This is an optimization exercise on Yosys and OpenROAD, whose aim is small area, not a production implementation.
At most, simulation tests tie the RTL to the original design; equivalence was not proved.
For runs 2 and 3, only the layout was checked, not whether the RTL still works.
No activity file was given, so power comes from the tool's default toggle rates.

===== design.v =====
package rv_isa_pkg;
	localparam int XLEN       = 32;
	localparam int REG_ADDR_W = 5;
	localparam logic [6:0] OPC_LUI    = 7'b0110111;
	localparam logic [6:0] OPC_AUIPC  = 7'b0010111;
	localparam logic [6:0] OPC_JAL    = 7'b1101111;
	localparam logic [6:0] OPC_JALR   = 7'b1100111;
	localparam logic [6:0] OPC_BRANCH = 7'b1100011;
	localparam logic [6:0] OPC_LOAD   = 7'b0000011;
	localparam logic [6:0] OPC_STORE  = 7'b0100011;
	localparam logic [6:0] OPC_OP_IMM = 7'b0010011;
	localparam logic [6:0] OPC_OP     = 7'b0110011;
	typedef struct packed {
		logic [6:0] funct7;
		logic [4:0] rs2;
		logic [4:0] rs1;
		logic [2:0] funct3;
		logic [4:0] rd;
		logic [6:0] opcode;
	} r_fmt_t;
	typedef struct packed {
		logic [11:0] imm11_0;
		logic [4:0]  rs1;
		logic [2:0]  funct3;
		logic [4:0]  rd;
		logic [6:0]  opcode;
	} i_fmt_t;
	typedef struct packed {
		logic [6:0] imm11_5;
		logic [4:0] rs2;
		logic [4:0] rs1;
		logic [2:0] funct3;
		logic [4:0] imm4_0;
		logic [6:0] opcode;
	} s_fmt_t;
	typedef struct packed {
		logic       imm12;
		logic [5:0] imm10_5;
		logic [4:0] rs2;
		logic [4:0] rs1;
		logic [2:0] funct3;
		logic [3:0] imm4_1;
		logic       imm11;
		logic [6:0] opcode;
	} b_fmt_t;
	typedef struct packed {
		logic [19:0] imm31_12;
		logic [4:0]  rd;
		logic [6:0]  opcode;
	} u_fmt_t;
	typedef struct packed {
		logic       imm20;
		logic [9:0] imm10_1;
		logic       imm11;
		logic [7:0] imm19_12;
		logic [4:0] rd;
		logic [6:0] opcode;
	} j_fmt_t;
	typedef union packed {
		r_fmt_t r;
		i_fmt_t i;
		s_fmt_t s;
		b_fmt_t b;
		u_fmt_t u;
		j_fmt_t j;
	} instr_t;
	typedef enum logic [3:0] {
		ALU_ADD  = 4'd0,
		ALU_SUB  = 4'd1,
		ALU_SLL  = 4'd2,
		ALU_SLT  = 4'd3,
		ALU_SLTU = 4'd4,
		ALU_XOR  = 4'd5,
		ALU_SRL  = 4'd6,
		ALU_SRA  = 4'd7,
		ALU_OR   = 4'd8,
		ALU_AND  = 4'd9
	} alu_op_t;
endpackage
package cpu_ctrl_pkg;
	typedef enum logic [8:0] {
		S_INIT = 9'b000000001,
		S_IF   = 9'b000000010,  
		S_IW   = 9'b000000100,  
		S_ID   = 9'b000001000,
		S_EX   = 9'b000010000,
		S_LD   = 9'b000100000,
		S_ST   = 9'b001000000,
		S_RDW  = 9'b010000000,  
		S_WB   = 9'b100000000
	} state_t;
	typedef enum logic [2:0] {
		CLS_ALU    = 3'd0,
		CLS_LOAD   = 3'd1,
		CLS_STORE  = 3'd2,
		CLS_BRANCH = 3'd3,
		CLS_JUMP   = 3'd4,
		CLS_UPPER  = 3'd5
	} inst_class_t;
	localparam int EV_CYCLE      = 0;
	localparam int EV_FETCH      = 1;
	localparam int EV_LOAD       = 2;
	localparam int EV_STORE      = 3;
	localparam int EV_FETCH_WAIT = 4;
	localparam int EV_LOAD_WAIT  = 5;
	localparam int EV_STORE_WAIT = 6;
	localparam int EV_TAKEN      = 7;
	localparam int NUM_EVENTS    = 8;
endpackage
import rv_isa_pkg::*;
module alu
(
	input  logic [XLEN-1:0] a,
	input  logic [XLEN-1:0] b,
	input  logic            sub,      
	input  logic            use_f3,   
	input  logic [2:0]      f3,
	input  logic            arith,    
	output logic [XLEN-1:0] result,
	output logic [XLEN-1:0] sum,
	output logic            eq,       
	output logic            lt,
	output logic            ltu
);
	logic [XLEN:0]   sum_c;
	logic [XLEN-1:0] p, g;
	logic [XLEN-1:0] a_rev, sh_in, sh_r, sh_out;
	logic [4:0]      shamt;
	adder adder_inst (
		.a   (a),
		.b   (b ^ {XLEN{sub}}),
		.cin (sub),
		.s   (sum_c),
		.p   (p),
		.g   (g)
	);
	assign sum = sum_c[XLEN-1:0];
	assign ltu = ~sum_c[XLEN];
	assign lt  = (a[XLEN-1] ^ b[XLEN-1]) ? a[XLEN-1] : sum[XLEN-1];
	assign eq  = &p;                 
	assign shamt = b[4:0];
	always_comb
		for (int i = 0; i < XLEN; i++)
			a_rev[i] = a[XLEN-1-i];
	assign sh_in = f3[2] ? a : a_rev;
	assign sh_r  = XLEN'($signed({arith & f3[2] & a[XLEN-1], sh_in}) >>> shamt);
	always_comb
		for (int i = 0; i < XLEN; i++)
			sh_out[i] = sh_r[XLEN-1-i];     
	always_comb begin
		if (!use_f3)
			result = sum;
		else begin
			unique case (f3)
				3'b000:  result = sum;
				3'b001:  result = sh_out;
				3'b010:  result = {{(XLEN-1){1'b0}}, lt};
				3'b011:  result = {{(XLEN-1){1'b0}}, ltu};
				3'b100:  result = p;         
				3'b101:  result = sh_r;
				3'b110:  result = p | g;     
				default: result = g;         
			endcase
		end
	end
endmodule
module adder
(
	input  logic [XLEN-1:0] a,
	input  logic [XLEN-1:0] b,
	input  logic            cin,
	output logic [XLEN:0]   s,
	output logic [XLEN-1:0] p,
	output logic [XLEN-1:0] g
);
	logic [XLEN-1:0] gg, pp, c;
	always_comb begin
		p  = a ^ b;
		g  = a & b;
		gg = g;
		pp = p;
		gg[0] = g[0] | (p[0] & cin);
		for (int l = 1; l <= 5; l++)
			for (int i = 0; i < XLEN; i++)
				if ((i % (1 << l)) == (1 << l) - 1) begin
					gg[i] = gg[i] | (pp[i] & gg[i - (1 << (l-1))]);
					pp[i] = pp[i] & pp[i - (1 << (l-1))];
				end
		c = gg;
		for (int l = 4; l >= 1; l--)
			for (int i = 0; i < XLEN; i++)
				if ((i % (1 << l)) == (1 << (l-1)) - 1 && i >= (1 << l))
					c[i] = gg[i] | (pp[i] & c[i - (1 << (l-1))]);
		s[0] = p[0] ^ cin;
		for (int i = 1; i < XLEN; i++)
			s[i] = p[i] ^ c[i-1];
		s[XLEN] = c[XLEN-1];
	end
endmodule
import rv_isa_pkg::*;
module reg_file
(
	input  logic                  clk,
	input  logic                  wen,
	input  logic [REG_ADDR_W-1:0] waddr,
	input  logic [REG_ADDR_W-1:0] raddr,
	input  logic [XLEN-1:0]       wdata,
	output logic [XLEN-1:0]       rdata
);
	logic [XLEN-1:0] regs [1:31];
	logic [31:1] rsel;
	for (genvar i = 1; i < 32; i++) begin : g_reg
		always_ff @(posedge clk) begin
			if (wen && waddr == REG_ADDR_W'(i))
				regs[i] <= wdata;
		end
		assign rsel[i] = (raddr == REG_ADDR_W'(i));
	end
	always_comb begin
		rdata = '0;
		for (int i = 1; i < 32; i++)
			rdata = rdata | ({XLEN{rsel[i]}} & regs[i]);
	end
endmodule
module perf_counter #(
	parameter int CNT_W = 32,
	parameter bit LATE  = 1'b0   
) (
	input  logic             clk,
	input  logic             rst,
	input  logic             event_hit,
	output logic [CNT_W-1:0] count
);
	logic [CNT_W-1:0] step;
	if (LATE) begin : g_late
		logic [CNT_W:0] ones;
		assign ones[0] = 1'b1;
		for (genvar i = 0; i < CNT_W; i++) begin : g_bit
			assign ones[i+1] = ones[i] & count[i];
			assign step[i] = event_hit & ones[i];
		end
	end else begin : g_ripple
		logic [CNT_W:0] carry;
		assign carry[0] = event_hit;
		for (genvar i = 0; i < CNT_W; i++) begin : g_bit
			assign carry[i+1] = carry[i] & count[i];
			assign step[i] = carry[i];
		end
	end
	for (genvar i = 0; i < CNT_W; i++) begin : g_d
		always_ff @(posedge clk)
			count[i] <= step[i] ? ~(count[i] | rst) : (count[i] & ~rst);
	end
endmodule
import rv_isa_pkg::*;
import cpu_ctrl_pkg::*;
module riscv_multicycle_top
#(
	parameter int              CNT_W    = 32,
	parameter logic [XLEN-1:0] RESET_PC = '0
) (
	input  logic                                clk,
	input  logic                                rst,
	output logic [XLEN-1:0]                     pc,
	output logic                                inst_req_valid,
	input  logic                                inst_req_ready,
	input  logic [XLEN-1:0]                     instruction,
	input  logic                                inst_valid,
	output logic                                inst_ready,
	output logic [XLEN-1:0]                     mem_address,
	output logic                                mem_write,
	output logic [XLEN-1:0]                     write_data,
	output logic                                mem_read,
	input  logic                                mem_req_ready,
	input  logic [XLEN-1:0]                     read_data,
	input  logic                                read_data_valid,
	output logic                                read_data_ready,
	output logic                                retire_valid,
	output logic                                retire_wen,
	output logic [REG_ADDR_W-1:0]               retire_rd,
	output logic [XLEN-1:0]                     retire_data,
	output logic [XLEN-1:0]                     retire_pc,
	output logic [NUM_EVENTS-1:0][CNT_W-1:0]    perf_cnt
);
	logic s_init, s_if, s_iw, s_id, s_ex, s_ld, s_st, s_rdw, s_wb;
	logic [31:2] ir;
	logic [31:2] pc_q;       
	logic [XLEN-1:0] op_a;   
	logic taken_q;           
	logic first;             
	logic b6, b5, b4, b3, b2;
	assign {b6, b5, b4, b3, b2} = ir[6:2];
	logic is_branch, is_jal, is_jalr, is_jump, is_load, is_store, is_mem;
	logic is_lui, is_auipc, is_upper, is_op, is_alu;
	assign is_branch = b6 & ~b2;
	assign is_jump   = b6 & b2;
	assign is_jal    = b6 & b3;
	assign is_jalr   = b6 & b2 & ~b3;
	assign is_mem    = ~b6 & ~b4;
	assign is_load   = is_mem & ~b5;
	assign is_store  = is_mem & b5;
	assign is_alu    = ~b6 & b4 & ~b2;           
	assign is_op     = is_alu & b5;
	assign is_upper  = ~b6 & b4 & b2;
	assign is_lui    = is_upper & b5;
	assign is_auipc  = is_upper & ~b5;
	logic [2:0] f3;
	logic [4:0] rd, rs1, rs2;
	assign f3  = ir[14:12];
	assign rd  = ir[11:7];
	assign rs1 = ir[19:15];
	assign rs2 = ir[24:20];
	logic [XLEN-1:0] imm;
	always_comb begin
		if (is_upper)
			imm = {ir[31:12], 12'b0};
		else if (is_store)
			imm = {{20{ir[31]}}, ir[31:25], ir[11:7]};
		else if (is_branch)
			imm = {{20{ir[31]}}, ir[7], ir[30:25], ir[11:8], 1'b0};
		else if (is_jal)
			imm = {{12{ir[31]}}, ir[19:12], ir[20], ir[30:21], 1'b0};
		else
			imm = {{20{ir[31]}}, ir[31:20]};
	end
	logic [REG_ADDR_W-1:0] raddr;
	logic [XLEN-1:0]       rdata, wdata;
	logic                  wen;
	assign raddr = s_id ? (is_lui ? 5'd0 : rs1) : (s_wb ? rd : rs2);
	reg_file reg_file_inst (
		.clk   (clk),
		.wen   (wen),
		.waddr (rd),
		.raddr (raddr),
		.wdata (wdata),
		.rdata (rdata)
	);
	logic [XLEN-1:0] alu_a, alu_b, alu_result, alu_sum;
	logic            a_pc, a_op, b_reg, b_4, b_imm, alu_sub, eq, lt, ltu;
	assign a_pc  = (s_if & ~first & ~is_jalr) | (s_ex & (is_auipc | is_jump));
	assign a_op  = ~a_pc & ~(s_if & first);
	assign b_reg = s_ex & (is_op | is_branch);
	assign b_4   = (s_if & ~first & ~is_jump & ~(is_branch & taken_q)) | (s_ex & is_jump);
	assign b_imm = ~b_reg & ~b_4 & ~(s_if & first);
	assign alu_a = ({XLEN{a_pc}} & {pc_q, 2'b00}) | ({XLEN{a_op}} & op_a);
	assign alu_b = ({XLEN{b_reg}} & rdata) | ({XLEN{b_4}} & 32'd4) | ({XLEN{b_imm}} & imm)
		| ({XLEN{s_if & first}} & RESET_PC);
	assign alu_sub = s_ex & (is_branch
		| (is_alu & ((f3[2:1] == 2'b01) | ((f3 == 3'b000) & b5 & ir[30]))));
	alu alu_inst (
		.a      (alu_a),
		.b      (alu_b),
		.sub    (alu_sub),
		.use_f3 (is_alu),
		.f3     (f3),
		.arith  (ir[30]),
		.result (alu_result),
		.sum    (alu_sum),
		.eq     (eq),
		.lt     (lt),
		.ltu    (ltu)
	);
	logic br_cond, taken;
	assign br_cond = (f3[2] ? (f3[1] ? ltu : lt) : eq) ^ f3[0];
	assign taken   = is_jump | (is_branch & br_cond);
	assign wdata = s_rdw ? read_data : alu_result;
	assign wen = ~rst & ((s_ex & (is_jump | (~b6 & b4))) | (s_rdw & read_data_valid));
	always_ff @(posedge clk) begin
		if (s_iw & inst_valid)
			ir <= instruction[31:2];
		if (s_id)
			op_a <= rdata;
		if (s_ex)
			taken_q <= br_cond;
		if (s_if & inst_req_ready)
			pc_q <= alu_sum[31:2];
	end
	always_ff @(posedge clk)
		first <= rst | (first & ~(s_if & inst_req_ready));
	always_ff @(posedge clk) begin
		s_init <= rst;
		if (rst) begin
			{s_if, s_iw, s_id, s_ex, s_ld, s_st, s_rdw, s_wb} <= '0;
		end else begin
			s_if  <= s_init | (s_if & ~inst_req_ready) | (s_ex & is_branch)
				| (s_st & mem_req_ready) | s_wb;
			s_iw  <= (s_if & inst_req_ready) | (s_iw & ~inst_valid);
			s_id  <= s_iw & inst_valid;
			s_ex  <= s_id;
			s_ld  <= (s_ex & is_load) | (s_ld & ~mem_req_ready);
			s_st  <= (s_ex & is_store) | (s_st & ~mem_req_ready);
			s_rdw <= (s_ld & mem_req_ready) | (s_rdw & ~read_data_valid);
			s_wb  <= (s_ex & ~is_mem & ~is_branch) | (s_rdw & read_data_valid);
		end
	end
	assign pc              = {alu_sum[31:2], 2'b00};
	assign inst_req_valid  = s_if;
	assign inst_ready      = s_iw;
	assign mem_read        = s_ld;
	assign mem_write       = s_st;
	assign read_data_ready = s_rdw;
	assign mem_address     = alu_sum;
	assign write_data      = rdata;
	assign retire_valid = s_wb | (s_ex & is_branch) | (s_st & mem_req_ready);
	assign retire_wen   = s_wb & (rd != 5'd0);
	assign retire_rd    = rd;
	assign retire_data  = rdata;
	assign retire_pc    = {pc_q, 2'b00};
	logic [NUM_EVENTS-1:0] events;
	always_comb begin
		events                = '0;
		events[EV_CYCLE]      = 1'b1;
		events[EV_FETCH]      = s_if & inst_req_ready;
		events[EV_LOAD]       = s_ld & mem_req_ready;
		events[EV_STORE]      = s_st & mem_req_ready;
		events[EV_FETCH_WAIT] = s_if | s_iw;
		events[EV_LOAD_WAIT]  = s_ld | s_rdw;
		events[EV_STORE_WAIT] = s_st;
		events[EV_TAKEN]      = s_ex & taken;
	end
	for (genvar i = 0; i < NUM_EVENTS; i++) begin : g_perf
		perf_counter #(
			.CNT_W (CNT_W),
			.LATE  (i == EV_TAKEN)
		) perf_counter_inst (
			.clk       (clk),
			.rst       (rst),
			.event_hit (events[i]),
			.count     (perf_cnt[i])
		);
	end
endmodule

===== flow/run.sh =====
#!/bin/bash
# Own layout flow: the standard layout (standard.sh), with two changes.
#  - Synthesis maps the combinational logic with an area-oriented ABC script
#    (flow/abc.script) instead of ORFS's. Flip-flops are mapped before ABC runs,
#    so they keep the standard synthesis's names and cells.
#  - Port buffers are sky130_fd_sc_hd__buf_1 cells (every port still gets one).
# Tool output: flow.log (make and the tools it runs); ORFS's per-step logs are
# under orfs/logs/.
set -euo pipefail
W=$(pwd)

# ORFS's synth.tcl with the ABC script swapped
sed -e "s#^source \$::env(SCRIPTS_DIR)/synth_preamble.tcl\$#&\nset abc_args [lreplace \$abc_args 1 1 $W/flow/abc.script]#" \
	"$FLOW_HOME/scripts/synth.tcl" > "$W/area_synth.tcl"
grep -q "flow/abc.script" "$W/area_synth.tcl"
# The standard flow's synthesis wrapper and layout command, pointed at it
sed -e "s#\$::env(SCRIPTS_DIR)/synth.tcl#$W/area_synth.tcl#" "$W/synth_recipe.tcl" > "$W/area_synth_recipe.tcl"
grep -q "area_synth.tcl" "$W/area_synth_recipe.tcl"
sed -e "s#SYNTH_SCRIPT=[^ ]*#SYNTH_SCRIPT=$W/area_synth_recipe.tcl#" "$W/standard.sh" > "$W/area_standard.sh"
grep -q "area_synth_recipe.tcl" "$W/area_standard.sh"

export BUFFER_PORTS_ARGS="-buffer_cell sky130_fd_sc_hd__buf_1"
bash "$W/area_standard.sh" finish > "$W/flow.log" 2>&1

===== config.mk =====
export PLATFORM = sky130hd
export DESIGN_NAME = riscv_multicycle_top
export DESIGN_NICKNAME = riscv_multicycle_top
export VERILOG_FILES = /design/flow/design.v
export SDC_FILE = /design/flow/constraint.sdc
export NUM_CORES = 4
export LEC_CHECK = 0
export ABC_AREA = 1
export CAP_MARGIN = 10
export CORE_MARGIN = 2
export CORE_UTILIZATION = 55
export CTS_CLUSTER_DIAMETER = 80
export CTS_CLUSTER_SIZE = 28
export SLEW_MARGIN = 10

===== flow/abc.script =====
&get -n
&st
&dch -f
&nf -R 1000
&put
topo
stime -c

===== constraint.sdc =====
create_clock -name core_clock -period 15.0 [get_ports {clk}]
set_input_delay 3.0000 -clock core_clock [delete_from_list [all_inputs] [get_ports {clk}]]
set_output_delay 3.0000 -clock core_clock [all_outputs]
set_load 0.01 [all_outputs]

===== standard.sh =====
#!/bin/bash
# synth_recipe.tcl (not shown) runs the flow's synth.tcl, then flattens the netlist and writes it again
# the make line also repeats each setting of config.mk as NAME=value (left out here)
make -C /OpenROAD-flow-scripts/flow DESIGN_CONFIG=/design/flow/config.mk WORK_HOME=/design/flow/orfs CLKGATE_MAP_FILE= SYNTH_SCRIPT=/design/flow/synth_recipe.tcl "${@:-finish}"

==> results of run 1 <==
[synthesized netlist by cell type (all sizes together), types with 10 or more instances]
| cell type | count | area share |
|---|---|---|
| xor2 | 44 | 0.0071 |
| o21bai | 79 | 0.011 |
| mux2i | 74 | 0.014 |
| nand2 | 253 | 0.018 |
| o22ai | 18 | 0.0021 |
| a221oi | 37 | 0.0060 |
| o21ai | 109 | 0.010 |
| a222oi | 151 | 0.028 |
| nand3 | 51 | 0.0047 |
| a22o | 60 | 0.0097 |
| a22oi | 168 | 0.023 |
| a211oi | 18 | 0.0025 |
| a21oi | 311 | 0.029 |
| edfxtp | 1085 | 0.60 |
| nor3 | 204 | 0.019 |
| and3 | 92 | 0.011 |
| ha | 64 | 0.015 |
| a221o | 32 | 0.0059 |
| o2bb2ai | 12 | 0.0019 |
| a21o | 10 | 0.0014 |
| nor2b | 14 | 0.0016 |
| xnor2 | 13 | 0.0021 |
| buf | 71 | 0.0099 |
| nor2 | 302 | 0.021 |
| nand4 | 83 | 0.0096 |
| dfxtp | 266 | 0.099 |
| and2 | 78 | 0.0090 |
| fa | 16 | 0.0059 |
| clkinv | 81 | 0.0056 |
| mux2 | 19 | 0.0040 |
[per-stage QoR]
stage	instances	cell area (µm²)	worst slack, ns
5_1_grt	5824	60420	0.09207
2_1_floorplan	3885	53940	1.222
4_1_cts	5822	60370	0.4323
3_5_place_dp	5730	58620	1.269
3_3_place_gp	5730	58620	1.284
6_report	5827	60430	0.6985
[worst paths after layout]
| kind | from | to | slack (ns) |
|---|---|---|---|
| worst min-delay path | g_perf[0].perf_counter_inst.count[6]$_DFF_P_ | g_perf[0].perf_counter_inst.count[6]$_DFF_P_ | 0.50 |
| worst max register to register | ir[6]$_DFFE_PP_ | g_perf[7].perf_counter_inst.count[31]$_DFF_P_ | 1.42 |
| worst min register to register | g_perf[0].perf_counter_inst.count[6]$_DFF_P_ | g_perf[0].perf_counter_inst.count[6]$_DFF_P_ | 0.50 |
| worst max-delay path | ir[6]$_DFFE_PP_ | pc[31] | 0.70 |
[registers in the layout, summed over array words and instances, names as in the netlist, 30 cells and up]
register and cells:
reg_file_inst.regs 992, g_perf.perf_counter_inst.count 256, op_a 32, pc_q 30, ir 30
[power groups by stage]
stage               clock [mW]  combinational, mW  sequential (mW)
finish                    1.93              0.688             4.19
global route              2.06              0.730             4.20
CTS                       1.95              0.672             4.19
detailed placement           0              0.671             4.28
global placement             0              0.667             4.28
floorplan                    0              0.358             4.29
[logic make-up after synthesis]
logic type | count (synthesis)
xor gates and xnor gates | 57
buffers and inverters | 152
and+or+nand+nor | 1108
DFF | 1351
other | 1
muxes | 93
AOI/OAI and AO/OA | 1040
adders and majority gates | 80
[layout by cell type (no fill, tap or decap), types with 51 or more instances in the layout]
cell and instances:
buf_1 490, nor3_1 179, buf_4 146, and3_1 91
nand2_1 251, dfxtp_1 264, clkinv_1 81, o21ai_0 77
nand3_1 51, nand4_1 83, a22oi_1 168, a222oi_1 151
o21bai_1 79, clkbuf_16 59, ha_1 64, a21oi_1 309
mux2i_1 74, and2_0 77, nor2_1 264, edfxtp_1 1085
a22o_1 60
[layout make-up]
class	instances	share of cell area
inverters	81	0.005031
multi-input cells	2382	0.2620
diodes	4	0.0001656
well taps	1276	0.02642
flip-flops and latches	1351	0.6274
repair buffers	641	0.04994
clock inverters	17	0.003603
clock buffers	75	0.02543
[metal layers]
metal  vias to the layer above  global-route usage  part of all wire
met5                         -                   0          0.000061
met4                         2              0.1630             0.050
met3                       310             0.06639              0.10
met2                      2143              0.5431              0.46
met1                     18950              0.4832              0.39
li1                      16680                   -                 -
[timing repair]
item,CTS,global route
gates resized for setup,0,5
setup endpoints to repair,0,4
setup buffers,0,0
==> reports/results.tsv, run 1 <==
stage	metric	value	unit
global_route	first-pass GRT wire length	250400	µm
route	via count	38080	
synth	syn avg cell area	13.89	µm²
synth	post-synthesis mux area share	0.01770	
finish	Layout Utilization	0.6230	
global_route	initial antenna violation count	3	
placed_design	RePlAce Congestion	0.9588	
finish	fillers	7611	
timing	Fmax	69.92	MHz
floorplanning	Die H	317.1	µm
power_and_ir_drop	power density over the cells	112.7	nW/µm²
worst_hold_path	worst hold path type	reg -> reg	
finish	Area growth, synth to finish	12.06	%
clock_network	Num CTS Buffers	58	
timing	setup TNS	0	ns
clock_network	deepest clock path buffer count	3	
critical_path	Worst path max stage delay	0.53	ns
route	detailed router's first-iteration violation count	5254	
timing	Worst-Margin Slew	1.242	ns
synth	Yosys cell types	48	
synth	combinational family with the most area after synthesis	compound AO/OA/AOI/OAI gates	
timing	max-slew violation count	0	
critical_path	Worst EP required	12.00	ns
critical_path	most frequent CP cell	a221o_1	
critical_path	Top delay family on crit path	compound AO/OA/AOI/OAI gates	
critical_path	crit path kind	reg -> out	
power_and_ir_drop	Power Internal	5.110	mW
timing	Final Critical Period	14.30	ns
timing	final setup skew	0.03809	ns
route	drt drc	0	
clock_network	H-tree depth	2	
critical_path	R2R depth	51	
finish	Final nets	4665	
power_and_ir_drop	LEAKAGE	20.09	nW
power_and_ir_drop	Clk network pwr share	0.283	
floorplanning	Die ar.	100600	µm²
floorplanning	Initial Util	0.5560	
clock_network	clk slew on worst S/H paths	0.11	ns
clock_network	cts hold-fix bufs	0	
clock_network	Sink Count	1351	
finish	multi-input logic area	15840	µm²
timing	Slew headroom	0.1719	
synth	Post-Synth XOR/XNOR Area	0.009258	
power_and_ir_drop	Switching Share	0.2495	
synth	Mapped Cells	3882	
route	Final ANT Viol Nets	0	
synth	Synth Register Bits	1351	
synth	Top FF cell, synth	edfxtp_1	
critical_path	Critical Path End Type	primary output	
critical_path	CP Max Fanout	10	
timing	Final Hold Fails	0	
synth	synthesized area	53920	µm²
global_route	vias in the first global route	33990	
run_status	outcome	complete, no violations	
critical_path	slowest CP cell	edfxtp_1	
global_route	total congestion overflow	0	
clock_network	CTS root buffer	clkbuf_16	
clock_network	CTS tree	yes	
power_and_ir_drop	Psw	1.699	mW
flow_run	Max-Cap Viols	0	
global_route	largest net degree at the start of global routing	112	
timing	final setup vio count	0	
power_and_ir_drop	VDD IR max	0.1125	mV
synth	EDFF count, synth	1085	
finish	Sequential Area	37910	µm²
floorplanning	Die W	317.1	µm
critical_path	WP buf/inv	1	
synth	Seq/Total Area, Yosys	0.7030	
power_and_ir_drop	Combinational Power Share	0.101	
timing	minimum hold slack	0.4995	ns
route	vias per cell	6.535	
worst_hold_path	worst hold stages	1	
route	wirelength, routed	180000	µm
synth	Yosys warnings	7	
clock_network	Skew-Pair Late Insertion Delay	0.73	ns
power_and_ir_drop	sequential power share	0.616	
synth	compound-gate portion of the synthesized area	0.1362	
route	routed len/inst	30.89	µm
timing	RSZ-0062 raised after global routing	false	
route	first drt pass iteration count	8	
global_route	Overall Global Routing Usage	0.3505	
floorplanning	Core ar.	96990	µm²
power_and_ir_drop	Tot Pwr	6.809	mW
critical_path	WP depth	39	
critical_path	Critical Path Source Type	flip-flop	
timing	Final period util	0.9534	
floorplanning	row count	114	
synth	asr flop ratio synth	0	
placed_design	I/O Buffers	491	
critical_path	CP Data Arrival Time	11.30	ns
synth	Post-Synth Simple-Gate Area	0.09748	
synth	Adder-Cell Fraction of Synth Area	0.02079	
finish	share of layout cells above drive strength 1	0.07499	
placed_design	dpl hpwl	118900	µm
floorplanning	IO Count	498	
==> run 2, diff against run 1 <==
--- a/design.v
+++ b/design.v
@@ -216,11 +216,17 @@
 		end
 		assign rsel[i] = (raddr == REG_ADDR_W'(i));
 	end
-	always_comb begin
-		rdata = '0;
-		for (int i = 1; i < 32; i++)
-			rdata = rdata | ({XLEN{rsel[i]}} & regs[i]);
+	logic [XLEN-1:0] grp [0:10];
+	for (genvar j = 0; j < 11; j++) begin : g_grp
+		always_comb begin
+			grp[j] = '0;
+			for (int k = 3*j; k < 3*j+3; k++)
+				if (k >= 1 && k <= 31)
+					grp[j] = grp[j] | ({XLEN{rsel[k]}} & regs[k]);
+		end
 	end
+	assign rdata = ((grp[0] | grp[1]) | (grp[2] | grp[3])) | ((grp[4] | grp[5]) | (grp[6] | grp[7]))
+		| ((grp[8] | grp[9]) | grp[10]);
 endmodule
 module perf_counter #(
 	parameter int CNT_W = 32,
@@ -310,19 +316,14 @@
 	assign rd  = ir[11:7];
 	assign rs1 = ir[19:15];
 	assign rs2 = ir[24:20];
+	logic            fmt_i;
 	logic [XLEN-1:0] imm;
-	always_comb begin
-		if (is_upper)
-			imm = {ir[31:12], 12'b0};
-		else if (is_store)
-			imm = {{20{ir[31]}}, ir[31:25], ir[11:7]};
-		else if (is_branch)
-			imm = {{20{ir[31]}}, ir[7], ir[30:25], ir[11:8], 1'b0};
-		else if (is_jal)
-			imm = {{12{ir[31]}}, ir[19:12], ir[20], ir[30:21], 1'b0};
-		else
-			imm = {{20{ir[31]}}, ir[31:20]};
-	end
+	assign fmt_i = ~is_upper & ~is_store & ~is_branch & ~is_jal;
+	assign imm = ({XLEN{is_upper}}  & {ir[31:12], 12'b0})
+		| ({XLEN{is_store}}  & {{20{ir[31]}}, ir[31:25], ir[11:7]})
+		| ({XLEN{is_branch}} & {{20{ir[31]}}, ir[7], ir[30:25], ir[11:8], 1'b0})
+		| ({XLEN{is_jal}}    & {{12{ir[31]}}, ir[19:12], ir[20], ir[30:21], 1'b0})
+		| ({XLEN{fmt_i}}     & {{20{ir[31]}}, ir[31:20]});
 	logic [REG_ADDR_W-1:0] raddr;
 	logic [XLEN-1:0]       rdata, wdata;
 	logic                  wen;
==> flow/abc.script (replaced) <==
&get -n
&st
&dch -f
&nf -R 1000 -p -F 8 -C 32
&put
topo
stime -c
==> run 2 against run 1 <==
Net effect: still clean on timing, DRC and antenna; sequential power hardly changed; critical path depth decreased by 11; global-route usage decreased by 4.2 points; sequential cell count is the same; worst setup slack improved by 0.61 ns; first-iteration DRC count is 3.2% lower; critical endpoint is now mem_address[31]; largest cell class unchanged.
==> reports/results.tsv, run 2 <==
stage	metric	value	unit	change
timing	max-slew violation count	0		unchanged
global_route	initial antenna violation count	11		was 3
route	detailed router's first-iteration violation count	5088		was 5254
clock_network	Skew-Pair Late Insertion Delay	0.73	ns	about the same
power_and_ir_drop	power density over the cells	113.2	nW/µm²	was 112.7 nW/µm²
timing	Final Critical Period	13.69	ns	was 14.30 ns
critical_path	Worst path max stage delay	1.10	ns	was 0.53 ns
clock_network	CTS tree	yes		unchanged
critical_path	slowest CP cell	dfxtp_2		was edfxtp_1
route	vias per cell	6.449		was 6.535
global_route	largest net degree at the start of global routing	217		was 112
power_and_ir_drop	VDD IR max	0.1083	mV	was 0.1125 mV
run_status	outcome	complete, no violations		unchanged
flow_run	Max-Cap Viols	0		unchanged
clock_network	Setup Buffers After CTS	0		unchanged
finish	max reg flops	992		unchanged
placed_design	RePlAce Congestion	0.9716		was 0.9588
synth	EDFF count, synth	1085		unchanged
critical_path	Worst EP required	12.00	ns	about the same
finish	most frequent cells in the layout	1085 x edfxtp_1, 490 x buf_1, 329 x a21oi_1, 289 x a222oi_1, 264 x dfxtp_1		was 1085 x edfxtp_1, 490 x buf_1, 309 x a21oi_1, 264 x nor2_1, 264 x dfxtp_1
synth	Top FF cell, synth	edfxtp_1		unchanged
route	wirelength, routed	158000	µm	was 180000 µm
finish	Top Registers	reg_file_inst.regs (992), g_perf.perf_counter_inst.count (256), op_a (32)		unchanged
timing	final setup vio count	0		unchanged
finish	fillers	7532		was 7611
synth	Yosys cell types	51		was 48
clock_network	clk slew on worst S/H paths	0.10	ns	was 0.11 ns
floorplanning	Die W	315.2	µm	was 317.1 µm
synth	most frequent cell after synthesis	edfxtp_1		unchanged
critical_path	Top delay family on crit path	compound AO/OA/AOI/OAI gates		unchanged
route	first drt pass iteration count	9		was 8
finish	Final nets	4449		was 4665
timing	RSZ-0062 raised after global routing	false		unchanged
synth	Mapped Cells	3692		was 3882
placed_design	pre-CTS WS	1.912	ns	was 1.269 ns
synth	Seq/Total Area, Yosys	0.7115		was 0.7030
placed_design	dpl hpwl	105000	µm	was 118900 µm
finish	commonest non-fill, non-tap cell in the layout	edfxtp_1		unchanged
floorplanning	Die ar.	99380	µm²	was 100600 µm²
global_route	Overall Global Routing Usage	0.3088		was 0.3505
synth	syn avg cell area	14.43	µm²	was 13.89 µm²
clock_network	deepest clock path buffer count	3		unchanged
timing	Fmax	73.04	MHz	was 69.92 MHz
synth	largest area contributor in the netlist	edfxtp_1		unchanged
critical_path	CP Max Fanout	43		was 10
synth	asr flop ratio synth	0		unchanged
floorplanning	Core ar.	96280	µm²	was 96990 µm²
synth	area fraction of the dominant cell type after synthesis	0.6115		was 0.6042
floorplanning	Die H	315.2	µm	was 317.1 µm
power_and_ir_drop	Tot Pwr	6.755	mW	was 6.809 mW
clock_network	Sink Count	1351		unchanged
timing	setup TNS	0	ns	unchanged
route	Final ANT Viol Nets	0		unchanged
synth	Post-synth top cells	1085 x edfxtp_1, 334 x a21oi_1, 289 x a222oi_1		was 1085 x edfxtp_1, 311 x a21oi_1, 302 x nor2_1
synth	Synth Register Bits	1351		unchanged
worst_hold_path	worst hold path type	reg -> reg		unchanged
global_route	first-pass GRT wire length	225000	µm	was 250400 µm
floorplanning	row count	114		unchanged
route	drt drc	0		unchanged
timing	Final period util	0.9128		was 0.9534
finish	Cell Count, Final, Fillers Out	5617		was 5827
route	via count	36230		was 38080
synth	synthesized area	53280	µm²	was 53920 µm²
floorplanning	IO Count	498		unchanged
finish	Largest Register	reg_file_inst.regs		unchanged
clock_network	H-tree depth	2		unchanged
timing	Worst-Margin Slew	1.153	ns	was 1.242 ns
floorplanning	Initial Util	0.5534		was 0.5560
clock_network	CTS root buffer	clkbuf_16		unchanged
critical_path	CP Data Arrival Time	10.69	ns	was 11.30 ns
clock_network	CTS resizes	0		unchanged
timing	final setup skew	0.04210	ns	was 0.03809 ns
critical_path	Critical Path End Type	primary output		unchanged
synth	Yosys warnings	8		was 7
critical_path	Critical Path Source Type	flip-flop		unchanged
finish	share of layout cells above drive strength 1	0.07268		was 0.07499
timing	PnR worst setup slack	1.309	ns	was 0.6985 ns
global_route	total congestion overflow	0		unchanged
timing	Final Hold Fails	0		unchanged
critical_path	WP buf/inv	4		was 1
route	routed len/inst	28.13	µm	was 30.89 µm
placed_design	I/O Buffers	491		unchanged
clock_network	cts hold-fix bufs	0		unchanged
finish	Area growth, synth to finish	12.04	%	was 12.06%
global_route	vias in the first global route	32770		was 33990
synth	top cells by area, synth	edfxtp_1 61%, dfxtp_1 10%, a222oi_1 5.4%		was edfxtp_1 60%, dfxtp_1 9.9%, a21oi_1 2.9%
timing	Slew headroom	0.2315		was 0.1719
critical_path	crit path kind	reg -> out		unchanged
clock_network	Num CTS Buffers	58		unchanged
power_and_ir_drop	LEAKAGE	19.58	nW	was 20.09 nW
placed_design	placed insts	5514		was 5730
run 2: final cells by class:
class | instances | area, µm² | area share
Antenna cell | 7 | 17.52 | 0.0002934
Clock buffer | 78 | 1612 | 0.02700
Clock inverter | 17 | 225.2 | 0.003773
Inverter | 78 | 292.8 | 0.004904
Multi-Input combinational cell | 2195 | 15240 | 0.2554
Sequential cell | 1351 | 37910 | 0.6351
Tap cell | 1276 | 1597 | 0.02674
Timing Repair Buffer | 615 | 2798 | 0.04686
run 2: cells by family (layout without fill, tap and decap cells):
logic type | count (synthesis) | in the layout | share of synthesized area
DFF | 1351 | 1351 | 0.7115
AOI/OAI and AO/OA | 1019 | 1019 | 0.1380
and+or+nand+nor | 950 | 950 | 0.08835
buffers and inverters | 149 | 788 | 0.01550
muxes | 84 | 84 | 0.01606
adders and majority gates | 81 | 81 | 0.02123
xor gates and xnor gates | 57 | 57 | 0.009370
other | 1 | 11 | 0.00007038
run 2: path summary, 6_finish.rpt:
check	start	endpoint	slack (ns)	cells after the start
worst max-delay path	s_id$_SDFF_PP0_	mem_address[31]	1.31	28
worst min-delay path	g_perf[0].perf_counter_inst.count[0]$_DFF_P_	g_perf[0].perf_counter_inst.count[0]$_DFF_P_	0.49	1
worst max register to register	s_id$_SDFF_PP0_	g_perf[7].perf_counter_inst.count[27]$_DFF_P_	1.62	39
worst min register to register	g_perf[0].perf_counter_inst.count[0]$_DFF_P_	g_perf[0].perf_counter_inst.count[0]$_DFF_P_	0.49	1
run 2: power breakdown:
group / total [mW] / leakage (nW) / internal [mW] / switching (mW)
logic: 0.627 / 6.77 / 0.151 / 0.476
registers: 4.18 / 11.9 / 4.18 / 0.00929
clock network: 1.94 / 0.888 / 0.797 / 1.15
run 2: per-stage QoR:
stage / utilization / cell area [µm²] / hold WS, ns
after floorplan: - / 53290 / 0.4652
after global placement: 0.6002 / 57780 / 0.4475
after detailed placement: 0.6002 / 57780 / 0.4664
after CTS: 0.6192 / 59620 / 0.4894
after global routing: 0.6200 / 59690 / 0.5103
final: 0.6200 / 59700 / 0.4891
run 2: metal layers:
| layer | vias to the layer above | wire (µm) | part of all wire | global-route usage |
|---|---|---|---|---|
| li1 | 16250 | - | - | - |
| met1 | 18020 | 64620 | 0.41 | 0.4423 |
| met2 | 1730 | 74580 | 0.47 | 0.4926 |
| met3 | 219 | 14500 | 0.092 | 0.04920 |
| met4 | 4 | 4253 | 0.027 | 0.08712 |
| met5 | - | 38 | 0.00024 | 0 |
==> run 3, diff against run 2 <==
--- a/design.v
+++ b/design.v
@@ -378,8 +378,8 @@
 	end
 	always_ff @(posedge clk)
 		first <= rst | (first & ~(s_if & inst_req_ready));
+	assign s_init = first & ~s_if;
 	always_ff @(posedge clk) begin
-		s_init <= rst;
 		if (rst) begin
 			{s_if, s_iw, s_id, s_ex, s_ld, s_st, s_rdw, s_wb} <= '0;
 		end else begin
--- a/config.mk
+++ b/config.mk
@@ -6,9 +6,9 @@
 export NUM_CORES = 4
 export LEC_CHECK = 0
 export ABC_AREA = 1
-export CAP_MARGIN = 10
+export CAP_MARGIN = 5
 export CORE_MARGIN = 2
-export CORE_UTILIZATION = 55
+export CORE_UTILIZATION = 65
 export CTS_CLUSTER_DIAMETER = 80
 export CTS_CLUSTER_SIZE = 28
-export SLEW_MARGIN = 10
+export SLEW_MARGIN = 5
==> run 3 against run 2 <==
Net effect: highest routed layer unchanged; synthesized cell count decreased by 0.16%; still clean; clock power fell by 3%; first-iteration DRC count up 23%; critical path type unchanged; worst setup slack better by 0.40 ns.
==> reports/results.tsv, run 3 <==
stage	metric	value	unit	change
run_status	outcome	complete, no violations		unchanged
timing	Worst-Margin Slew	1.314	ns	was 1.153 ns
synth	area fraction of the dominant cell type after synthesis	0.6115		about the same
clock_network	Sink Count	1350		was 1351
placed_design	dpl hpwl	103000	µm	was 105000 µm
timing	final setup vio count	0		unchanged
floorplanning	row count	104		was 114
synth	largest area contributor in the netlist	edfxtp_1		unchanged
synth	Post-synth top cells	1085 x edfxtp_1, 325 x a21oi_1, 289 x a222oi_1		was 1085 x edfxtp_1, 334 x a21oi_1, 289 x a222oi_1
placed_design	I/O Buffers	491		unchanged
finish	Top Registers	reg_file_inst.regs (992), g_perf.perf_counter_inst.count (256), op_a (32)		unchanged
critical_path	crit path kind	reg -> out		unchanged
floorplanning	Core ar.	80810	µm²	was 96280 µm²
floorplanning	IO Count	498		unchanged
critical_path	slowest CP cell	or2_0		was dfxtp_2
global_route	largest net degree at the start of global routing	243		was 217
route	detailed router's first-iteration violation count	6254		was 5088
clock_network	Skew-Pair Late Insertion Delay	0.71	ns	was 0.73 ns
synth	Synth Register Bits	1350		was 1351
global_route	total congestion overflow	0		unchanged
clock_network	CTS resizes	0		unchanged
critical_path	Worst EP required	12.00	ns	about the same
clock_network	H-tree depth	2		unchanged
finish	most frequent cells in the layout	1085 x edfxtp_1, 490 x buf_1, 320 x a21oi_1, 289 x a222oi_1, 263 x dfxtp_1		was 1085 x edfxtp_1, 490 x buf_1, 329 x a21oi_1, 289 x a222oi_1, 264 x dfxtp_1
finish	max reg flops	992		unchanged
critical_path	most frequent CP cell	buf_4		
synth	Yosys cell types	50		was 51
synth	Yosys warnings	8		unchanged
placed_design	pre-CTS WS	2.247	ns	was 1.912 ns
placed_design	RePlAce Congestion	1.017		was 0.9716
finish	Cell Count, Final, Fillers Out	5372		was 5617
timing	PnR worst setup slack	1.704	ns	was 1.309 ns
flow_run	Max-Cap Viols	0		unchanged
timing	Final Hold Fails	0		unchanged
synth	syn avg cell area	14.46	µm²	was 14.43 µm²
timing	RSZ-0062 raised after global routing	false		unchanged
synth	Mapped Cells	3686		was 3692
timing	Final period util	0.8864		was 0.9128
global_route	vias in the first global route	33310		was 32770
power_and_ir_drop	VDD IR max	0.1132	mV	was 0.1083 mV
route	wirelength, routed	154400	µm	was 158000 µm
power_and_ir_drop	power density over the cells	117.6	nW/µm²	was 113.2 nW/µm²
timing	Final Critical Period	13.30	ns	was 13.69 ns
clock_network	CTS tree	yes		unchanged
placed_design	placed insts	5276		was 5514
synth	Seq/Total Area, Yosys	0.7110		was 0.7115
finish	commonest non-fill, non-tap cell in the layout	edfxtp_1		unchanged
timing	Slew headroom	0.1240		was 0.2315
finish	Largest Register	reg_file_inst.regs		unchanged
route	first drt pass iteration count	14		was 9
worst_hold_path	worst hold path type	reg -> reg		unchanged
finish	Final nets	4429		was 4449
clock_network	cts hold-fix bufs	0		unchanged
route	via count	36880		was 36230
finish	fillers	5420		was 7532
clock_network	Num CTS Buffers	57		was 58
power_and_ir_drop	LEAKAGE	19.51	nW	was 19.58 nW
critical_path	CP Data Arrival Time	10.30	ns	was 10.69 ns
synth	Top FF cell, synth	edfxtp_1		unchanged
global_route	first-pass GRT wire length	223400	µm	was 225000 µm
clock_network	Setup Buffers After CTS	0		unchanged
synth	synthesized area	53280	µm²	about the same
finish	Area growth, synth to finish	11.04	%	was 12.04%
critical_path	Critical Path End Type	primary output		unchanged
route	routed len/inst	28.75	µm	was 28.13 µm
floorplanning	Die H	290.3	µm	was 315.2 µm
critical_path	Worst path max stage delay	0.79	ns	was 1.10 ns
timing	max-slew violation count	0		unchanged
global_route	Overall Global Routing Usage	0.3574		was 0.3088
route	Final ANT Viol Nets	0		unchanged
timing	Fmax	75.21	MHz	was 73.04 MHz
floorplanning	Initial Util	0.6594		was 0.5534
synth	top cells by area, synth	edfxtp_1 61%, dfxtp_1 10%, a222oi_1 5.4%		unchanged
synth	EDFF count, synth	1085		unchanged
finish	share of layout cells above drive strength 1	0.06798		was 0.07268
timing	final setup skew	0.06509	ns	was 0.04210 ns
route	drt drc	0		unchanged
critical_path	CP Max Fanout	50		was 43
route	vias per cell	6.866		was 6.449
synth	asr flop ratio synth	0		unchanged
floorplanning	Die W	290.3	µm	was 315.2 µm
synth	most frequent cell after synthesis	edfxtp_1		unchanged
timing	setup TNS	0	ns	unchanged
clock_network	CTS root buffer	clkbuf_16		unchanged
clock_network	clk slew on worst S/H paths	0.11	ns	was 0.10 ns
critical_path	Critical Path Source Type	flip-flop		unchanged
global_route	initial antenna violation count	8		was 11
clock_network	deepest clock path buffer count	3		unchanged
floorplanning	Die ar.	84280	µm²	was 99380 µm²
-- run 3: cell count changes after synthesis, sizes merged, moves of 3 or more --
cell / delta
mux2: +5
a31o: +3
o21ai: -9
a21oi: -9
o211ai: +7
clkinv: -4
nor3: +13
a22oi: -3
mux2i: +3
nor3b: -3
a21o: +5
-- run 3: worst paths after layout --
check / startpoint / end / slack, ns / cells after the start
hold reg to reg: g_perf[0].perf_counter_inst.count[0]$_DFF_P_ / g_perf[0].perf_counter_inst.count[0]$_DFF_P_ / 0.49 / 1
setup / recovery: ir[6]$_DFFE_PP_ / mem_address[31] / 1.70 / 31
setup reg to reg: ir[6]$_DFFE_PP_ / g_perf[7].perf_counter_inst.count[27]$_DFF_P_ / 1.77 / 45
hold / removal: g_perf[0].perf_counter_inst.count[0]$_DFF_P_ / g_perf[0].perf_counter_inst.count[0]$_DFF_P_ / 0.49 / 1
-- run 3: report_power, final --
| group | switching (mW) | internal [mW] |
|---|---|---|
| combinational | 0.633 | 0.198 |
| sequential | 0.0120 | 4.24 |
| clock | 1.13 | 0.752 |
| total | 1.77 | 5.19 |
-- run 3: final cells by class --
class / count / area, µm² / area share
sequential: 1350 / 37890 / 0.6404
multi-input combinational: 2194 / 15200 / 0.2570
timing repair buffer: 602 / 2723 / 0.04601
clock buffer: 78 / 1558 / 0.02633
tap: 1060 / 1326 / 0.02242
inverter: 74 / 277.8 / 0.004695
clock inverter: 12 / 183.9 / 0.003109
antenna: 2 / 5.005 / 0.00008459
-- run 3: critical path, delay by kind of cell, from the launching register on --
kind | cells | cell delay, ns
simple gates | 12 | 3.00
buf+inv | 5 | 1.42
compound gates | 10 | 3.04
xor+xnor | 2 | 0.68
fa+ha+maj | 2 | 0.86
flops | 1 | 0.57
-- run 3: layer usage --
metal	up-vias	routed length (µm)	share of wire	global-route usage
met5	-	57	0.00037	0
met1	18110	57990	0.38	0.5038
met2	2282	73390	0.48	0.5761
met4	8	4844	0.031	0.09870
li1	16210	-	-	-
met3	279	18150	0.12	0.06921
-- run 3: through the flow --
| step | hold WS, ns | utilization | power (mW) | instance area, µm² |
|---|---|---|---|---|
| 3_5_place_dp | 0.4630 | 0.7098 | 5.131 | 57350 |
| 3_3_place_gp | 0.4562 | 0.7098 | 5.117 | 57350 |
| 4_1_cts | 0.4884 | 0.7313 | 6.937 | 59100 |
| 6_report | 0.4885 | 0.7322 | 6.956 | 59170 |
| 5_1_grt | 0.5096 | 0.7322 | 7.138 | 59170 |
| 2_1_floorplan | 0.4695 | - | 4.806 | 53300 |
-- run 3: cells by family (layout without fill, tap and decap cells) --
kind of cell	count (synthesis)	count (layout)	share of synthesized area
other	1	6	0.00007038
adder cells (fa/ha/maj)	81	81	0.02123
buffers and inverters	145	766	0.01522
AND/OR/NAND/NOR	949	949	0.08787
flip-flops	1350	1350	0.7110
AO/OA/AOI/OAI	1013	1013	0.1379
XOR/XNOR	55	55	0.009040
multiplexers	92	92	0.01768
==> run 4, diff against run 3 <==
--- a/design.v
+++ b/design.v
@@ -209,11 +209,20 @@
 );
 	logic [XLEN-1:0] regs [1:31];
 	logic [31:1] rsel;
+	logic [3:0] wlo;    
+	logic [7:0] whi;    
+	for (genvar j = 0; j < 4; j++) begin : g_wlo
+		assign wlo[j] = (waddr[1:0] == 2'(j));
+	end
+	for (genvar j = 0; j < 8; j++) begin : g_whi
+		assign whi[j] = wen & (waddr[4:2] == 3'(j));
+	end
 	for (genvar i = 1; i < 32; i++) begin : g_reg
-		always_ff @(posedge clk) begin
-			if (wen && waddr == REG_ADDR_W'(i))
-				regs[i] <= wdata;
-		end
+		logic wsel, keep;
+		assign wsel = whi[i / 4] & wlo[i % 4];
+		assign keep = ~wen | (waddr != REG_ADDR_W'(i));
+		always_ff @(posedge clk)
+			regs[i] <= ({XLEN{wsel}} & wdata) | ({XLEN{keep}} & regs[i]);
 		assign rsel[i] = (raddr == REG_ADDR_W'(i));
 	end
 	logic [XLEN-1:0] grp [0:10];
==> run 4 against run 3 <==
Net effect: still clean on timing, DRC and antenna; via count grew 28%; die area down 2.2%; clock power hardly changed; non-clock buffer count up 10; clock skew is 0.018 ns lower; maximum frequency decreased by 3.6%; routed wire length increased by 10%; final cell count up 36%; critical path depth fell by 4; power is 5.9% lower; utilization about the same; first-iteration DRC count up 4.4%; critical path type unchanged; critical endpoint unchanged; largest cell class unchanged; highest routed layer is now met4.
==> reports/results.tsv, run 4 <==
stage	metric	value	unit	change
finish	max reg flops	992		unchanged
route	drt drc	0		unchanged
global_route	largest net degree at the start of global routing	103		was 243
synth	asr flop ratio synth	0		unchanged
critical_path	crit path kind	reg -> out		unchanged
power_and_ir_drop	Switching Share	0.2901		was 0.2545
critical_path	Critical Path End Type	primary output		unchanged
floorplanning	Die ar.	82460	µm²	was 84280 µm²
route	Final ANT Viol Nets	0		unchanged
clock_network	H-tree depth	2		unchanged
timing	Worst-Margin Slew	1.214	ns	was 1.314 ns
power_and_ir_drop	sequential power share	0.564		was 0.611
flow_run	Max-Cap Viols	0		unchanged
floorplanning	Die H	287.2	µm	was 290.3 µm
finish	Top Registers	reg_file_inst.regs (992), g_perf.perf_counter_inst.count (256), op_a (32)		unchanged
synth	Yosys warnings	8		unchanged
critical_path	slowest CP cell	and3b_1		was or2_0
finish	Cell Count, Final, Fillers Out	7299		was 5372
global_route	vias in the first global route	42850		was 33310
clock_network	CTS tree	yes		unchanged
synth	Post-synth top cells	1257 x dfxtp_1, 767 x a21oi_1, 679 x nor2_1		was 1085 x edfxtp_1, 325 x a21oi_1, 289 x a222oi_1
placed_design	RePlAce Congestion	1.050		was 1.017
global_route	Overall Global Routing Usage	0.3966		was 0.3574
floorplanning	Core ar.	79130	µm²	was 80810 µm²
power_and_ir_drop	LEAKAGE	21.16	nW	was 19.51 nW
route	via count	47320		was 36880
power_and_ir_drop	power density over the cells	113.0	nW/µm²	was 117.6 nW/µm²
critical_path	last element of the critical path	mem_address[31]		unchanged
critical_path	CP Data Arrival Time	10.79	ns	was 10.30 ns
placed_design	dpl hpwl	114900	µm	was 103000 µm
critical_path	r2r endpoint	g_perf[7].perf_counter_inst.count[30]$_DFF_P_		was g_perf[7].perf_counter_inst.count[27]$_DFF_P_
run_status	outcome	complete, no violations		unchanged
floorplanning	Initial Util	0.6586		was 0.6594
finish	fillers	6145		was 5420
timing	Final Critical Period	13.79	ns	was 13.30 ns
clock_network	cts hold-fix bufs	0		unchanged
placed_design	I/O Buffers	491		unchanged
critical_path	Worst path max stage delay	0.72	ns	was 0.79 ns
critical_path	CP Max Fanout	32		was 50
clock_network	Sink Count	1350		unchanged
synth	Yosys cell types	56		was 50
finish	Final nets	6380		was 4429
route	first drt pass iteration count	9		was 14
synth	Top FF cell, synth	dfxtp_1		was edfxtp_1
power_and_ir_drop	Tot Pwr	6.544	mW	was 6.956 mW
worst_hold_path	worst hold path type	reg -> reg		unchanged
power_and_ir_drop	Power Internal	4.646	mW	was 5.185 mW
floorplanning	IO Count	498		unchanged
synth	area fraction of the dominant cell type after synthesis	0.4829		was 0.6115
finish	most frequent cells in the layout	1255 x dfxtp_1, 742 x a21oi_1, 663 x nor2_1, 637 x nand2_1, 605 x o21ai_0		was 1085 x edfxtp_1, 490 x buf_1, 320 x a21oi_1, 289 x a222oi_1, 263 x dfxtp_1
synth	syn avg cell area	9.262	µm²	was 14.46 µm²
clock_network	deepest clock path buffer count	3		unchanged
worst_hold_path	HP Start	reg_file_inst.regs[17][20]$_DFF_P_		was g_perf[0].perf_counter_inst.count[0]$_DFF_P_
power_and_ir_drop	Clk network pwr share	0.285		was 0.270
route	routed len/inst	23.32	µm	was 28.75 µm
placed_design	DP Area	56260	µm²	was 57350 µm²
timing	Slew headroom	0.1879		was 0.1240
critical_path	Worst EP required	12.00	ns	about the same
floorplanning	row count	103		was 104
synth	Mapped Cells	5627		was 3686
global_route	initial antenna violation count	5		was 8
synth	top cells by area, synth	dfxtp_1 48%, a21oi_1 7.4%, o21ai_0 5.8%		was edfxtp_1 61%, dfxtp_1 10%, a222oi_1 5.4%
floorplanning	Die W	287.2	µm	was 290.3 µm
timing	Final Hold Fails	0		unchanged
synth	Synth Register Bits	1350		unchanged
critical_path	Worst R2R Start	ir[6]$_DFFE_PP_		unchanged
route	wirelength, routed	170200	µm	was 154400 µm
synth	Seq/Total Area, Yosys	0.5364		was 0.7110
finish	cell area after layout	57930	µm²	was 59170 µm²
finish	Largest Register	reg_file_inst.regs		unchanged
placed_design	placed insts	7221		was 5276
timing	RSZ-0062 raised after global routing	false		unchanged
timing	setup TNS	0	ns	unchanged
synth	EDFF count, synth	93		was 1085
critical_path	R2R Setup Slk	1.55	ns	was 1.77 ns
critical_path	Worst Setup SP	ir[6]$_DFFE_PP_		unchanged
clock_network	Skew-Pair Late Insertion Delay	0.71	ns	about the same
route	detailed router's first-iteration violation count	6531		was 6254
clock_network	Num CTS Buffers	57		unchanged
finish	Area growth, synth to finish	11.16	%	was 11.04%
power_and_ir_drop	Psw	1.898	mW	was 1.770 mW
critical_path	Critical Path Source Type	flip-flop		unchanged
power_and_ir_drop	Combinational Power Share	0.151		was 0.119
power_and_ir_drop	VDD IR max	0.1182	mV	was 0.1132 mV
synth	largest area contributor in the netlist	dfxtp_1		was edfxtp_1
timing	final setup skew	0.04690	ns	was 0.06509 ns
synth	most frequent cell after synthesis	dfxtp_1		was edfxtp_1
global_route	first-pass GRT wire length	254100	µm	was 223400 µm
finish	share of layout cells above drive strength 1	0.04804		was 0.06798
timing	Final period util	0.9193		was 0.8864
clock_network	Setup Buffers After CTS	0		unchanged
clock_network	CTS resizes	0		unchanged
global_route	total congestion overflow	0		unchanged
route	vias per cell	6.483		was 6.866
timing	Fmax	72.52	MHz	was 75.21 MHz
critical_path	most frequent CP cell	o221a_1		was buf_4
critical_path	R2R depth	39		was 45
timing	final setup vio count	0		unchanged
timing	max-slew violation count	0		unchanged
synth	synthesized area	52110	µm²	was 53280 µm²
clock_network	CTS root buffer	clkbuf_16		unchanged
finish	commonest non-fill, non-tap cell in the layout	dfxtp_1		was edfxtp_1
clock_network	clk slew on worst S/H paths	0.11	ns	about the same
## run 4: how the worst min path moves through the flow
| stage | to | cells after the start |
|---|---|---|
| after floorplan | reg_file_inst.regs[11][0]$_DFF_P_ | 2 |
| after CTS | reg_file_inst.regs[9][22]$_DFF_P_ | 2 |
| after global routing | reg_file_inst.regs[17][6]$_DFF_P_ | 2 |
| after global placement | reg_file_inst.regs[11][17]$_DFF_P_ | 2 |
| after detailed placement | reg_file_inst.regs[13][16]$_DFF_P_ | 2 |
| final | reg_file_inst.regs[17][20]$_DFF_P_ | 2 |
## run 4: routing by layer
metal  vias up  global-route usage  wire length [µm]
met2      2467              0.6307             77330
met4         0              0.1936              9186
met1     22210              0.5189             65990
met3       485             0.07897             17740
met5         -                   0                 0
li1      22160                   -                 -
## run 4: cell families after synthesis
group	synth area share
adders and majority gates	0.02170
buffers and inverters	0.01657
AOI/OAI and AO/OA	0.2379
DFF	0.5364
muxes	0.02012
xor gates and xnor gates	0.009243
and+or+nand+nor	0.1579
other	0.00007196
## run 4: layout make-up
cell class	count	area [µm²]	area share
diodes	4	10.01	0.0001728
repair buffers	612	2755	0.04756
multi-input cells	4121	23890	0.4125
flip-flops and latches	1350	27960	0.4827
inverters	88	330.3	0.005702
well taps	1050	1314	0.02268
clock inverters	10	203.9	0.003520
clock buffers	64	1463	0.02525
## run 4: power by group through the flow
stage | sequential, mW | combinational, mW | clock, mW
after global placement | 3.77 | 0.944 | 0
after floorplan | 3.77 | 0.550 | 0
after detailed placement | 3.77 | 0.947 | 0
after CTS | 3.69 | 0.952 | 1.88
after global routing | 3.69 | 1.04 | 2.00
final | 3.69 | 0.988 | 1.87
## run 4: per-stage QoR
stage / setup slack, ns / hold WS, ns / utilization
2_1_floorplan: 1.030 / 0.4240 / -
3_3_place_gp: 2.047 / 0.4325 / 0.7109
3_5_place_dp: 1.928 / 0.4411 / 0.7109
4_1_cts: 1.474 / 0.4660 / 0.7320
5_1_grt: 0.6508 / 0.4827 / 0.7321
6_report: 1.210 / 0.4634 / 0.7321
## run 4: critical path: cells and delay by family (launching register included)
kind / cells / cell delay [ns]
xor+xnor: 2 / 0.43
fa+ha+maj: 2 / 0.61
buf+inv: 2 / 0.63
flops: 1 / 0.58
simple gates: 10 / 2.95
compound gates: 11 / 4.86
==> run 5, diff against run 4 <==
--- a/flow/run.sh
+++ b/flow/run.sh
@@ -1,9 +1,10 @@
 #!/bin/bash
-# Own layout flow: the standard layout (standard.sh), with two changes.
+# Own layout flow: the standard layout (standard.sh), with three changes.
 #  - Synthesis maps the combinational logic with an area-oriented ABC script
 #    (flow/abc.script) instead of ORFS's. Flip-flops are mapped before ABC runs,
 #    so they keep the standard synthesis's names and cells.
 #  - Port buffers are sky130_fd_sc_hd__buf_1 cells (every port still gets one).
+#  - Clock tree synthesis inserts no dummy loads.
 # Tool output: flow.log (make and the tools it runs); ORFS's per-step logs are
 # under orfs/logs/.
 set -euo pipefail
@@ -20,4 +21,6 @@
 grep -q "area_synth_recipe.tcl" "$W/area_standard.sh"
 
 export BUFFER_PORTS_ARGS="-buffer_cell sky130_fd_sc_hd__buf_1"
+# ORFS's clock tree options with config.mk's clustering (28 sinks, 80 um), no dummy loads
+export CTS_ARGS="-sink_clustering_enable -repair_clock_nets -sink_clustering_size 28 -sink_clustering_max_diameter 80 -dont_use_dummy_load"
 bash "$W/area_standard.sh" finish > "$W/flow.log" 2>&1
==> flow/abc.script (replaced) <==
&get -n
&st
&dch
&nf -R 1000 -p -F 8 -C 32
&put
topo
stime -c
==> run 5 against run 4 <==
Net effect: still clean on timing, DRC and antenna; maximum frequency fell by 1.8%; worst setup slack got worse by 0.25 ns; clock skew rose by 0.056 ns; synthesized cell count fell by 0.43%; first-iteration DRC count rose by 2.9%; critical path depth rose by 4.
==> reports/results.tsv, run 5 <==
stage	metric	value	unit	change
critical_path	Worst EP required	12.00	ns	about the same
power_and_ir_drop	Clk network pwr share	0.274		was 0.285
power_and_ir_drop	power density over the cells	109.6	nW/µm²	was 113.0 nW/µm²
synth	synthesized area	52060	µm²	was 52110 µm²
finish	max reg flops	992		unchanged
global_route	initial antenna violation count	5		unchanged
synth	Mapped Cells	5603		was 5627
route	first drt pass iteration count	10		was 9
global_route	first-pass GRT wire length	257200	µm	was 254100 µm
route	wirelength, routed	173800	µm	was 170200 µm
timing	Final Hold Fails	0		unchanged
clock_network	cts hold-fix bufs	0		unchanged
power_and_ir_drop	Psw	1.775	mW	was 1.898 mW
finish	Cell Count, Final, Fillers Out	7263		was 7299
power_and_ir_drop	Switching Share	0.2804		was 0.2901
finish	cell area after layout	57750	µm²	was 57930 µm²
synth	Yosys cell types	59		was 56
timing	Slew headroom	0.1293		was 0.1879
timing	final setup vio count	0		unchanged
placed_design	RePlAce Congestion	1.032		was 1.050
route	detailed router's first-iteration violation count	6721		was 6531
placed_design	pre-CTS WS	1.998	ns	was 1.928 ns
finish	commonest non-fill, non-tap cell in the layout	dfxtp_1		unchanged
flow_run	Max-Cap Viols	0		unchanged
finish	Largest Register	reg_file_inst.regs		unchanged
clock_network	clk slew on worst S/H paths	0.10	ns	was 0.11 ns
finish	Area growth, synth to finish	10.92	%	was 11.16%
synth	largest area contributor in the netlist	dfxtp_1		unchanged
route	Final ANT Viol Nets	0		unchanged
clock_network	CTS resizes	0		unchanged
synth	Synth Register Bits	1350		unchanged
power_and_ir_drop	VDD IR max	0.09894	mV	was 0.1182 mV
synth	Yosys warnings	8		unchanged
critical_path	crit path kind	reg -> out		unchanged
floorplanning	row count	103		unchanged
finish	fillers	6129		was 6145
power_and_ir_drop	Combinational Power Share	0.143		was 0.151
critical_path	CP Max Fanout	32		unchanged
timing	setup TNS	0	ns	unchanged
clock_network	Skew-Pair Late Insertion Delay	0.67	ns	was 0.71 ns
floorplanning	Die ar.	82380	µm²	was 82460 µm²
global_route	vias in the first global route	42590		was 42850
route	routed len/inst	23.93	µm	was 23.32 µm
power_and_ir_drop	LEAKAGE	20.93	nW	was 21.16 nW
synth	most frequent cell after synthesis	dfxtp_1		unchanged
placed_design	dpl hpwl	114900	µm	about the same
finish	Sequential Area	27960	µm²	unchanged
placed_design	DP Area	56330	µm²	was 56260 µm²
global_route	Overall Global Routing Usage	0.4048		was 0.3966
route	via count	47540		was 47320
finish	Top Registers	reg_file_inst.regs (992), g_perf.perf_counter_inst.count (256), op_a (32)		unchanged
route	drt drc	0		unchanged
timing	Worst-Margin Slew	1.279	ns	was 1.214 ns
synth	asr flop ratio synth	0		unchanged
floorplanning	Core ar.	79130	µm²	unchanged
placed_design	I/O Buffers	491		unchanged
power_and_ir_drop	Power Internal	4.554	mW	was 4.646 mW
clock_network	deepest clock path buffer count	3		unchanged
synth	Post-synth top cells	1257 x dfxtp_1, 985 x a21oi_1, 800 x nor2_1		was 1257 x dfxtp_1, 767 x a21oi_1, 679 x nor2_1
timing	final setup skew	0.1025	ns	was 0.04690 ns
synth	syn avg cell area	9.292	µm²	was 9.262 µm²
timing	Final period util	0.9359		was 0.9193
synth	area fraction of the dominant cell type after synthesis	0.4833		was 0.4829
synth	Seq/Total Area, Yosys	0.5370		was 0.5364
clock_network	Setup Buffers After CTS	0		unchanged
critical_path	most frequent CP cell	buf_4		was o221a_1
route	vias per cell	6.545		was 6.483
timing	PnR worst setup slack	0.9620	ns	was 1.210 ns
finish	Final nets	6358		was 6380
clock_network	CTS tree	yes		unchanged
floorplanning	Die H	287.0	µm	was 287.2 µm
floorplanning	IO Count	498		unchanged
timing	Fmax	71.24	MHz	was 72.52 MHz
finish	Layout Utilization	0.7298		was 0.7321
finish	share of layout cells above drive strength 1	0.04689		was 0.04804
global_route	total congestion overflow	0		unchanged
global_route	largest net degree at the start of global routing	206		was 103
synth	EDFF count, synth	93		unchanged
run_status	outcome	complete, no violations		unchanged
clock_network	Num CTS Buffers	56		was 57
timing	Final Critical Period	14.04	ns	was 13.79 ns
worst_hold_path	worst hold path type	reg -> reg		unchanged
clock_network	H-tree depth	2		unchanged
synth	Top FF cell, synth	dfxtp_1		unchanged
timing	max-slew violation count	0		unchanged
clock_network	CTS root buffer	clkbuf_16		unchanged
clock_network	Sink Count	1350		unchanged
critical_path	Critical Path Source Type	flip-flop		unchanged
timing	minimum hold slack	0.4638	ns	was 0.4634 ns
critical_path	Critical Path End Type	primary output		unchanged
critical_path	slowest CP cell	a211oi_1		was and3b_1
power_and_ir_drop	Tot Pwr	6.329	mW	was 6.544 mW
finish	multi-input logic area	23930	µm²	was 23890 µm²
placed_design	placed insts	7200		was 7221
floorplanning	Initial Util	0.6580		was 0.6586
floorplanning	Die W	287.0	µm	was 287.2 µm
critical_path	Worst path max stage delay	0.63	ns	was 0.72 ns
critical_path	CP Data Arrival Time	11.04	ns	was 10.79 ns
timing	RSZ-0062 raised after global routing	false		unchanged
power_and_ir_drop	sequential power share	0.582		was 0.564
finish	most frequent cells in the layout	1255 x dfxtp_1, 961 x a21oi_1, 774 x nor2_1, 490 x buf_1, 472 x nand2_1		was 1255 x dfxtp_1, 742 x a21oi_1, 663 x nor2_1, 637 x nand2_1, 605 x o21ai_0
synth	top cells by area, synth	dfxtp_1 48%, a21oi_1 9.5%, nor2_1 5.8%		was dfxtp_1 48%, a21oi_1 7.4%, o21ai_0 5.8%
==> run 5: logic make-up (layout without fill, tap and decap cells) <==
| logic type | Yosys count | after routing | synth area share |
|---|---|---|---|
| AO/OA/AOI/OAI | 2093 | 2093 | 0.2502 |
| XOR/XNOR | 49 | 49 | 0.008243 |
| adder cells (fa/ha/maj) | 81 | 81 | 0.02173 |
| buffers and inverters | 159 | 759 | 0.01658 |
| flip-flops | 1350 | 1350 | 0.5370 |
| multiplexers | 97 | 97 | 0.01887 |
| other | 1 | 11 | 0.00007203 |
| AND/OR/NAND/NOR | 1773 | 1773 | 0.1474 |
==> run 5: power groups by stage <==
stage / Sequential, mW / Combinational, mW / Clock [mW]
final: 3.69 / 0.907 / 1.74
after global routing: 3.69 / 0.950 / 1.87
after CTS: 3.68 / 0.877 / 1.75
after detailed placement: 3.77 / 0.873 / 0
after global placement: 3.77 / 0.868 / 0
after floorplan: 3.77 / 0.499 / 0
==> run 5: path summary, 6_finish.rpt <==
check        depth (start not counted)  slack, ns                                            end                               start
max reg2reg                         41       1.64  g_perf[7].perf_counter_inst.count[31]$_DFF_P_                     ir[6]$_DFFE_PP_
min                                  2       0.46             reg_file_inst.regs[14][27]$_DFF_P_  reg_file_inst.regs[14][27]$_DFF_P_
min reg2reg                          2       0.46             reg_file_inst.regs[14][27]$_DFF_P_  reg_file_inst.regs[14][27]$_DFF_P_
max                                 31       0.96                                         pc[31]                     ir[6]$_DFFE_PP_
==> run 5: per-layer routing <==
metal	GRT usage	share of wire	wire [µm]	vias to the layer above
li1	-	-	-	22160
met1	0.5587	0.40	68700	22290
met2	0.6046	0.43	75050	2580
met3	0.07683	0.11	19650	502
met4	0.2142	0.060	10380	4
met5	0	0.00013	23	-
==> run 5: cell type report <==
cell class,instances,share of cell area
well taps,1050,0.02275
flip-flops and latches,1350,0.4842
clock buffers,56,0.02427
repair buffers,615,0.04832
multi-input cells,4097,0.4144
diodes,7,0.0003033
inverters,88,0.005720
==> run 5: critical path, delay by kind of cell, from the launching register on <==
family	cells	cell delay, ns
compound gates	11	4.24
xor+xnor	1	0.44
fa+ha+maj	2	0.56
buf+inv	5	1.27
flops	1	0.59
mux	1	0.45
simple gates	11	2.79

## separate check: timing with driven ports
How much do the figures lean on ideal ports? The routed layouts below were timed once more, with nothing changed but the port constraints. Step 1: set_driving_cell puts a clkbuf_16 on clk and a buf_2 on each other input, an assumption about the parent block. Step 2 moves the port delays by t, midway between the first and last clock arrival at a register: inputs arrive t later, outputs are due t later. That takes back most of the time a late clock gives input paths. Three values: ideal ports, drivers, drivers and shift; two values: the first two.
run | t (ns) | slack for setup (ns) | slew at the worst register clock pin (ns)
run 1 | 0.786 | 0.698 / 0.627 / 1.413 | 0.11 / 0.11
run 2 | 0.788 | 1.309 / 1.231 / 1.622 | 0.12 / 0.12
run 3 | 0.758 | 1.704 / 1.629 / 1.766 | 0.11 / 0.11
run 4 | 0.760 | 1.210 / 1.136 / 1.546 | 0.12 / 0.12
run 5 | 0.694 | 0.962 / 0.887 / 1.581 | 0.11 / 0.11
After both steps setup and hold are still met in every run listed.
